Source: an optimization exercise on an open RTL-to-GDS flow (aim: small area). Production flows keep margins and buffers that such runs may drop. Function was checked by simulation only, so behaviour that the tests miss may differ from the original.

==> design/flow/design.v <==
package disp_pkg;
    localparam int BLK_W        = 16;
    localparam int BLK_H        = 16;
    localparam int BLK_SIZE     = BLK_W * BLK_H;      
    localparam int DEC          = 2;                  
    localparam int PIX_PER_BLK  = BLK_W / DEC;
    localparam int FRAME_W      = 32;
    localparam int LINE_LEN     = FRAME_W / DEC;      
    localparam int SEARCH_W     = 48;
    localparam int COORD_BITS   = 16;
    localparam int COL_BITS     = $clog2(BLK_W);
    localparam int ROW_CNT_BITS = $clog2(BLK_H + 1);
    localparam int PIX_CNT_BITS = $clog2(PIX_PER_BLK);
    localparam int POS_BITS     = $clog2(LINE_LEN);
    localparam int CLR_BITS     = $clog2(DEC + 1);
    localparam int DISP_BITS    = $clog2(SEARCH_W - BLK_W);
    localparam int CONF_BITS    = 8;
    localparam int DC_BITS      = CONF_BITS + DISP_BITS;
    localparam int WPROD_BITS   = CONF_BITS + CLR_BITS;
    localparam int TAPS         = 3;
    localparam int SUM_C_BITS   = 10;
    localparam int SUM_DC_BITS  = 15;
    localparam int FRAC_BITS    = 3;
    localparam int NUM_BITS     = SUM_DC_BITS + FRAC_BITS;   
    localparam int QUO_BITS     = 8;
    localparam int OUT_BITS     = CONF_BITS + QUO_BITS;
    localparam int DIV_LAT      = QUO_BITS + 1;       
    localparam int BLK_GAP      = PIX_PER_BLK + 1;
endpackage
import disp_pkg::*;
module xors_to_stream (
    input  logic                     clk,
    input  logic                     arst_n,
    input  logic [BLK_SIZE-1:0]      xors_in,      
    input  logic [CONF_BITS-1:0]     confidence,
    input  logic [COORD_BITS-1:0]    min_coords,
    input  logic                     xors_valid,
    output logic [DEC-1:0]           pix_data,
    output logic [DISP_BITS-1:0]     pix_disp,
    output logic [CONF_BITS-1:0]     pix_conf,
    output logic                     pix_valid,
    output logic                     overrun
);
    logic [BLK_SIZE-1:0]     blk_q;
    logic [CONF_BITS-1:0]    conf_q;
    logic [DISP_BITS-1:0]    disp_q;
    logic                    busy;
    logic [PIX_CNT_BITS-1:0] cnt;
    logic [COL_BITS-1:0]     col_base;
    logic [ROW_CNT_BITS-1:0] ones [DEC];
    logic                    accept;
    assign accept = xors_valid && !busy;
    always_ff @(posedge clk) begin
        if (accept) begin
            blk_q  <= xors_in;
            conf_q <= confidence;
            disp_q <= min_coords[DISP_BITS-1:0];
        end
    end
    always_ff @(posedge clk or negedge arst_n) begin
        if (!arst_n) begin
            busy    <= 1'b0;
            cnt     <= '0;
            overrun <= 1'b0;
        end else begin
            if (xors_valid && busy)
                overrun <= 1'b1;         
            if (accept) begin
                busy <= 1'b1;
                cnt  <= '0;
            end else if (busy) begin
                cnt <= cnt + 1'b1;
                if (cnt == PIX_CNT_BITS'(PIX_PER_BLK - 1))
                    busy <= 1'b0;
            end
        end
    end
    assign col_base = COL_BITS'(cnt * DEC);
    always_comb begin
        for (int k = 0; k < DEC; k++) begin
            ones[k] = '0;
            for (int r = 0; r < BLK_H; r++)
                ones[k] = ones[k] + ROW_CNT_BITS'(blk_q[r * BLK_W + col_base + k]);
            pix_data[k] = (ones[k] > ROW_CNT_BITS'(BLK_H / 2));   
        end
    end
    assign pix_disp  = disp_q;
    assign pix_conf  = conf_q;
    assign pix_valid = busy;
endmodule
import disp_pkg::*;
module pixel_processor (
    input  logic                  clk,
    input  logic                  arst_n,
    input  logic [DEC-1:0]        pix_data,
    input  logic [DISP_BITS-1:0]  pix_disp,
    input  logic [CONF_BITS-1:0]  pix_conf,
    input  logic                  pix_valid,
    output logic [DC_BITS-1:0]    dc,
    output logic [CONF_BITS-1:0]  conf,
    output logic                  pp_valid
);
    logic [CLR_BITS-1:0]   clear_cnt;
    logic [CONF_BITS-1:0]  weight;
    logic [CONF_BITS-1:0]  w_q;
    logic [DISP_BITS-1:0]  d_q;
    logic                  v_q;
    always_comb begin
        clear_cnt = CLR_BITS'(DEC);
        for (int k = 0; k < DEC; k++)
            clear_cnt = clear_cnt - CLR_BITS'(pix_data[k]);
        weight = CONF_BITS'((WPROD_BITS'(pix_conf) * WPROD_BITS'(clear_cnt)) / DEC);
    end
    always_ff @(posedge clk) begin
        w_q  <= weight;
        d_q  <= pix_disp;
        dc   <= DC_BITS'(w_q) * DC_BITS'(d_q);    
        conf <= w_q;
    end
    always_ff @(posedge clk or negedge arst_n) begin
        if (!arst_n) begin
            v_q      <= 1'b0;
            pp_valid <= 1'b0;
        end else begin
            v_q      <= pix_valid;
            pp_valid <= v_q;
        end
    end
endmodule
import disp_pkg::*;
module filter_and_pad (
    input  logic                    clk,
    input  logic                    arst_n,
    input  logic [DC_BITS-1:0]      dc,
    input  logic [CONF_BITS-1:0]    conf,
    input  logic                    pp_valid,
    output logic [SUM_DC_BITS-1:0]  sum_dc,
    output logic [SUM_C_BITS-1:0]   sum_c,
    output logic                    f_valid
);
    logic [DC_BITS-1:0]   h1;
    logic [DC_BITS-1:0]   h2;
    logic [CONF_BITS-1:0] c1;
    logic [CONF_BITS-1:0] c2;
    logic [DC_BITS-1:0]   left_dc;
    logic [CONF_BITS-1:0] left_c;
    logic [POS_BITS-1:0]  pos;
    logic                 flush;
    logic                 mid_out;
    logic                 last_pix;
    assign mid_out  = pp_valid && (pos != '0);     
    assign last_pix = pp_valid && (pos == POS_BITS'(LINE_LEN - 1));
    always_comb begin
        if (pos == POS_BITS'(1)) begin
            left_dc = '0;
            left_c  = '0;
        end else begin
            left_dc = h2;
            left_c  = c2;
        end
    end
    always_ff @(posedge clk) begin
        if (pp_valid) begin
            h1 <= dc;
            h2 <= h1;
            c1 <= conf;
            c2 <= c1;
        end
        if (mid_out) begin
            sum_dc <= SUM_DC_BITS'(left_dc) + SUM_DC_BITS'(h1) + SUM_DC_BITS'(dc);
            sum_c  <= SUM_C_BITS'(left_c) + SUM_C_BITS'(c1) + SUM_C_BITS'(conf);
        end else if (flush) begin
            sum_dc <= SUM_DC_BITS'(h2) + SUM_DC_BITS'(h1);    
            sum_c  <= SUM_C_BITS'(c2) + SUM_C_BITS'(c1);
        end
    end
    always_ff @(posedge clk or negedge arst_n) begin
        if (!arst_n) begin
            pos     <= '0;
            flush   <= 1'b0;
            f_valid <= 1'b0;
        end else begin
            f_valid <= mid_out || flush;
            flush   <= last_pix;
            if (pp_valid)
                pos <= last_pix ? '0 : pos + 1'b1;
        end
    end
endmodule
import disp_pkg::*;
module conf_disp_divide (
    input  logic                    clk,
    input  logic                    arst_n,
    input  logic [SUM_DC_BITS-1:0]  sum_dc,
    input  logic [SUM_C_BITS-1:0]   sum_c,
    input  logic                    f_valid,
    output logic [OUT_BITS-1:0]     disparity,
    output logic                    disparity_valid
);
    localparam int L = DIV_LAT - 1;
    logic [NUM_BITS-1:0]   rem_q  [0:DIV_LAT-2];
    logic [SUM_C_BITS-1:0] den_q  [0:DIV_LAT-2];
    logic [QUO_BITS-1:0]   quo_q  [0:L];
    logic [CONF_BITS-1:0]  cavg_q [0:L];        
    logic                  sat_q  [0:L];
    logic                  zero_q [0:L];
    logic [DIV_LAT-1:0]    vld_q;
    logic [NUM_BITS-1:0]   trial  [1:L];
    logic                  take   [1:L];
    logic                  sat_d;
    assign sat_d = ((NUM_BITS + 1)'(sum_dc) << FRAC_BITS) >=
                   ((NUM_BITS + 1)'(sum_c) << QUO_BITS);
    always_comb begin
        for (int s = 1; s <= L; s++) begin
            trial[s] = NUM_BITS'(den_q[s-1]) << (QUO_BITS - s);
            take[s]  = rem_q[s-1] >= trial[s];
        end
    end
    always_ff @(posedge clk) begin
        rem_q[0]  <= NUM_BITS'(sum_dc) << FRAC_BITS;
        den_q[0]  <= sum_c;
        quo_q[0]  <= '0;
        cavg_q[0] <= CONF_BITS'(sum_c / TAPS);
        sat_q[0]  <= sat_d;
        zero_q[0] <= (sum_c == '0);
        for (int s = 1; s <= L; s++) begin
            quo_q[s]  <= quo_q[s-1] | (QUO_BITS'(take[s]) << (QUO_BITS - s));
            cavg_q[s] <= cavg_q[s-1];
            sat_q[s]  <= sat_q[s-1];
            zero_q[s] <= zero_q[s-1];
        end
        for (int s = 1; s < L; s++) begin
            rem_q[s] <= take[s] ? rem_q[s-1] - trial[s] : rem_q[s-1];    
            den_q[s] <= den_q[s-1];
        end
    end
    always_ff @(posedge clk or negedge arst_n) begin
        if (!arst_n)
            vld_q <= '0;
        else
            vld_q <= {vld_q[DIV_LAT-2:0], f_valid};
    end
    assign disparity[OUT_BITS-1:QUO_BITS] = cavg_q[L];
    assign disparity[QUO_BITS-1:0]        = zero_q[L] ? '0 : (sat_q[L] ? '1 : quo_q[L]);
    assign disparity_valid                = vld_q[L];
endmodule
import disp_pkg::*;
module disparity_filtering_system (
    input  logic                   clk,
    input  logic                   arst_n,
    input  logic [BLK_SIZE-1:0]    xors_in,
    input  logic [CONF_BITS-1:0]   confidence,
    input  logic [COORD_BITS-1:0]  min_coords,
    input  logic                   xors_valid,
    output logic [OUT_BITS-1:0]    disparity,     
    output logic                   disparity_valid,
    output logic                   overrun
);
    logic [DEC-1:0]         pix_data;
    logic [DISP_BITS-1:0]   pix_disp;
    logic [CONF_BITS-1:0]   pix_conf;
    logic                   pix_valid;
    logic [DC_BITS-1:0]     dc;
    logic [CONF_BITS-1:0]   conf;
    logic                   pp_valid;
    logic [SUM_DC_BITS-1:0] sum_dc;
    logic [SUM_C_BITS-1:0]  sum_c;
    logic                   f_valid;
    xors_to_stream i_xors_to_stream (
        .clk        (clk),
        .arst_n     (arst_n),
        .xors_in    (xors_in),
        .confidence (confidence),
        .min_coords (min_coords),
        .xors_valid (xors_valid),
        .pix_data   (pix_data),
        .pix_disp   (pix_disp),
        .pix_conf   (pix_conf),
        .pix_valid  (pix_valid),
        .overrun    (overrun)
    );
    pixel_processor i_pixel_processor (
        .clk       (clk),
        .arst_n    (arst_n),
        .pix_data  (pix_data),
        .pix_disp  (pix_disp),
        .pix_conf  (pix_conf),
        .pix_valid (pix_valid),
        .dc        (dc),
        .conf      (conf),
        .pp_valid  (pp_valid)
    );
    filter_and_pad i_filter_and_pad (
        .clk      (clk),
        .arst_n   (arst_n),
        .dc       (dc),
        .conf     (conf),
        .pp_valid (pp_valid),
        .sum_dc   (sum_dc),
        .sum_c    (sum_c),
        .f_valid  (f_valid)
    );
    conf_disp_divide i_conf_disp_divide (
        .clk             (clk),
        .arst_n          (arst_n),
        .sum_dc          (sum_dc),
        .sum_c           (sum_c),
        .f_valid         (f_valid),
        .disparity       (disparity),
        .disparity_valid (disparity_valid)
    );
endmodule
==> design/flow/run.sh <==
#!/bin/bash
# synth_recipe.tcl (not shown) runs the flow's synth.tcl, then flattens the netlist and writes it again
# the make line also repeats each setting of config.mk as NAME=value (left out here)
make -C /OpenROAD-flow-scripts/flow DESIGN_CONFIG=/design/flow/config.mk WORK_HOME=/design/flow/orfs CLKGATE_MAP_FILE= SYNTH_SCRIPT=/design/flow/synth_recipe.tcl finish
==> design/flow/config.mk <==
export PLATFORM = sky130hd
export DESIGN_NAME = disparity_filtering_system
export DESIGN_NICKNAME = disparity_filtering_system
export VERILOG_FILES = /design/flow/design.v
export SDC_FILE = /design/flow/constraint.sdc
export NUM_CORES = 4
export LEC_CHECK = 0
export CAP_MARGIN = 20
export CORE_MARGIN = 2
export CORE_UTILIZATION = 40
export SLEW_MARGIN = 20
==> design/flow/constraint.sdc <==
create_clock -name core_clock -period 9.0 [get_ports {clk}]
set_input_delay 1.8000 -clock core_clock [delete_from_list [all_inputs] [get_ports {clk}]]
set_output_delay 1.8000 -clock core_clock [all_outputs]
set_load 0.01 [all_outputs]
==> reports/metrics.yaml <==
clock_tree:
  cts_tree: "built"
  clock-sinks: 721
  h-tree-depth: 3
  hold_buffers: 0
  cts.repair.resized: 0
  clk_path_buf_depth: 3
  cts_setup_buffers: 0
  insertion_delay_ps: 630
  path_clk_slew_ps: 60
  cts_made_buffers: 78
  root_buffer: "clkbuf_16"
yosys:
  synth_edf_count: 336
  synth_seq_cells: 721
  yosysSeqAreaShare_pct: 58.0
  ys.flop_type: "dfxtp_1"
  synth.distinct_cells: 86
  syn-cell-area_sq_um: 30900
  yosys_warnings: 13
  synth-async-reset-ratio_pct: 3.05
  syn_area_per_cell_sq_um: 12.6
  syn_nets: 2989
  syn_inst: 2456
timing:
  max_clock_freq_mhz: 124
  drv_slew: 0
  maxSlewHeadroom_pct: 31.9
  tns_ps: 0
  fin_crit_ps: 8080
  fin_worst_skew_ps: 36.8
  tightest_slew_ps: 1020
  hold_violations: 0
  period_share_pct: 89.7
  rsz0062_at_grt: "false"
  setup_violations: 0
placement:
  port_buffers: 289
  dp_hpwl_mm: 48.5
  gp_congestion: 0.836
  dp.cells: 3733
worst_setup_path:
  slowest_delay_ps: 660
  critPathLaunchType: "flip-flop"
  path_common_cell: "fa_1"
  crit_arrival_ps: 8620
  critPathKind: "reg -> reg"
  cp_slowest_cell: "dfrtp_4"
  crit_fanout: 18
  end_kind: "flip-flop"
  critPathRequiredTime_ps: 9550
route:
  drtPass1Iterations: 6
  routed_via_density: 4.89
  drc_errors: 0
  num_vias: 19020
  ant_nets: 0
  drt_wl_total_mm: 64.6
  wl_per_cell_microns: 16.6
  drt_iter0_drc: 1134
final_layout:
  final_cells: 3892
  final_common_cell: "dfxtp_1"
  final_cell_mix: "dfxtp_1, edfxtp_1, clkdlybuf4s50_1, inv_1, ha_1"
  syn_to_final_growth_pct: 22.1
  nets: 3316
  fillers: 6587
  drive_gt1_share_pct: 9.94
  final_util_pct: 49.5
global_routing:
  grt_util_all_layers_pct: 16.0
  grt_max_degree: 97
  antenna_found_initial: 15
  grt_overflow: 0
  first_global_vias: 19252
  grt_pass1_wl_mm: 99.8
floorplanning:
  initial_core_util_pct: 40.5
  pin_count: 301
  coreArea_sq_um: 76200
  fp.dieW_microns: 282
  rows: 101
  die_area_sq_um: 79500
  fp.dieH_microns: 282
status:
  outcome: "no timing/DRC/antenna violations"
min_path:
  hp-class: "reg -> reg"
run:
  cap_violations: 0
[per-stage QoR]
| step | instance area [sq um] | setup WS, ps | hold slack (ps) |
|---|---|---|---|
| 2_1_floorplan | 30900 | 1170 | 310 |
| 3_3_place_gp | 35000 | 974 | 310 |
| 3_5_place_dp | 35000 | 799 | 312 |
| 4_1_cts | 37700 | 765 | 320 |
| 5_1_grt | 37700 | 395 | 329 |
| 6_report | 37700 | 923 | 321 |
[synth_stat cells, types with 12 or more instances]
| library cell | count | area [sq um] |
|---|---|---|
| nor2b_1 | 45 | 282 |
| o21bai_1 | 31 | 233 |
| nand2_1 | 136 | 510 |
| and3_1 | 12 | 75.1 |
| o21ai_0 | 115 | 576 |
| mux4_2 | 65 | 1460 |
| nand2b_1 | 34 | 213 |
| fa_1 | 52 | 1040 |
| dfrtp_1 | 22 | 551 |
| a21o_1 | 27 | 203 |
| nor2_1 | 141 | 529 |
| nand4_1 | 15 | 93.8 |
| mux2_2 | 36 | 405 |
| edfxtp_1 | 336 | 10100 |
| o31ai_1 | 23 | 173 |
| inv_1 | 221 | 830 |
| xor2_1 | 28 | 245 |
| a21oi_1 | 154 | 771 |
| nand3_1 | 35 | 175 |
| ha_1 | 198 | 2480 |
| clkbuf_1 | 43 | 161 |
| a21boi_0 | 13 | 97.6 |
| nor3_1 | 26 | 130 |
| and2_1 | 37 | 231 |
| xnor2_1 | 86 | 753 |
| dfxtp_1 | 363 | 7270 |
[path summary, 6_finish.rpt]
check	start	slack [ps]	endpoint	depth (start not counted)
worst max-delay path	i_xors_to_stream.cnt[0]	920	i_pixel_processor.w_q[7]	25
worst min register to register	i_conf_disp_divide.quo_q[3][5]	320	i_conf_disp_divide.quo_q[4][5]	0
min in group asynchronous	arst_n	1140	i_xors_to_stream.cnt[2]	1
worst min-delay path	i_conf_disp_divide.quo_q[3][5]	320	i_conf_disp_divide.quo_q[4][5]	0
worst max register to register	i_xors_to_stream.cnt[0]	920	i_pixel_processor.w_q[7]	25
max in group asynchronous	arst_n	7500	i_xors_to_stream.cnt[0]	1
[kinds of logic (layout without fill, tap and decap cells)]
kind of cell	count (synthesis)	after routing	share of synthesized area, %
other cells	0	15	0
flops	721	721	58.0
compound gates	438	438	8.77
mux	114	114	6.49
fa+ha+maj	251	251	11.4
simple gates	534	534	8.56
xor+xnor	114	114	3.23
buf+inv	284	675	3.54
[registers in the layout (all words and copies together), names as in the netlist, 10 cells and up]
register / flops
i_pixel_processor.dc: 13
i_filter_and_pad.h1: 13
i_conf_disp_divide.cavg_q: 72
i_conf_disp_divide.den_q: 80
i_conf_disp_divide.rem_q: 123
i_conf_disp_divide.quo_q: 36
i_xors_to_stream.blk_q: 256
i_filter_and_pad.sum_dc: 15
i_filter_and_pad.h2: 13
i_filter_and_pad.sum_c: 10
[routing by layer]
layer  vias to the layer above  global-route usage [%]  wire, microns
li1                       9405                       -              -
met1                      9119                    18.3          25200
met2                       358                    29.2          35000
met3                       138                    2.45           1910
met4                         0                    7.60           2420
met5                         -                       0              0
[critical path, delay by kind of cell, from the launching register on]
family                     cells  cell delay [ps]
adders and majority gates      9             3990
AOI/OAI and AO/OA              9             1460
xor gates and xnor gates       1              150
DFF                            1              660
muxes                          2              820
buffers and inverters          2              390
and+or+nand+nor                2              530
[layout make-up]
type,instances,area [sq um],share of cell area (%)
Sequential cell,721,17900,47.5
Multi-Input combinational cell,1451,11900,31.6
Timing Repair Buffer,305,3020,7.99
Clock buffer,98,2170,5.76
Tap cell,1030,1290,3.42
Inverter,226,848,2.25
Clock inverter,46,528,1.40
Antenna cell,15,37.5,0.0995

-- what the ideal ports hide --
Ports are ideal in the flow. The routed layout listed here was re-timed in OpenROAD. Step 1 sets driving cells, clkbuf_16 on the clock port and buf_2 on the other inputs (assumed; they add their load-dependent delay and slew). Step 2, shift: input delay + t, output delay - t, t = (earliest + latest rising clock arrival at the registers) / 2. This alone moves slack from input paths to output paths. a / b / c = ideal ports / drivers / drivers and shift; a / b = the first two.
shift t [ns]: 0.670
setup WS [ns]: 0.923 / 0.923 / 0.923
worst setup path at the end: register to register
After both steps this run still meets setup and hold. The setup slack of this run moves by 0.000 ns with the drivers and by 0.000 ns with both steps.
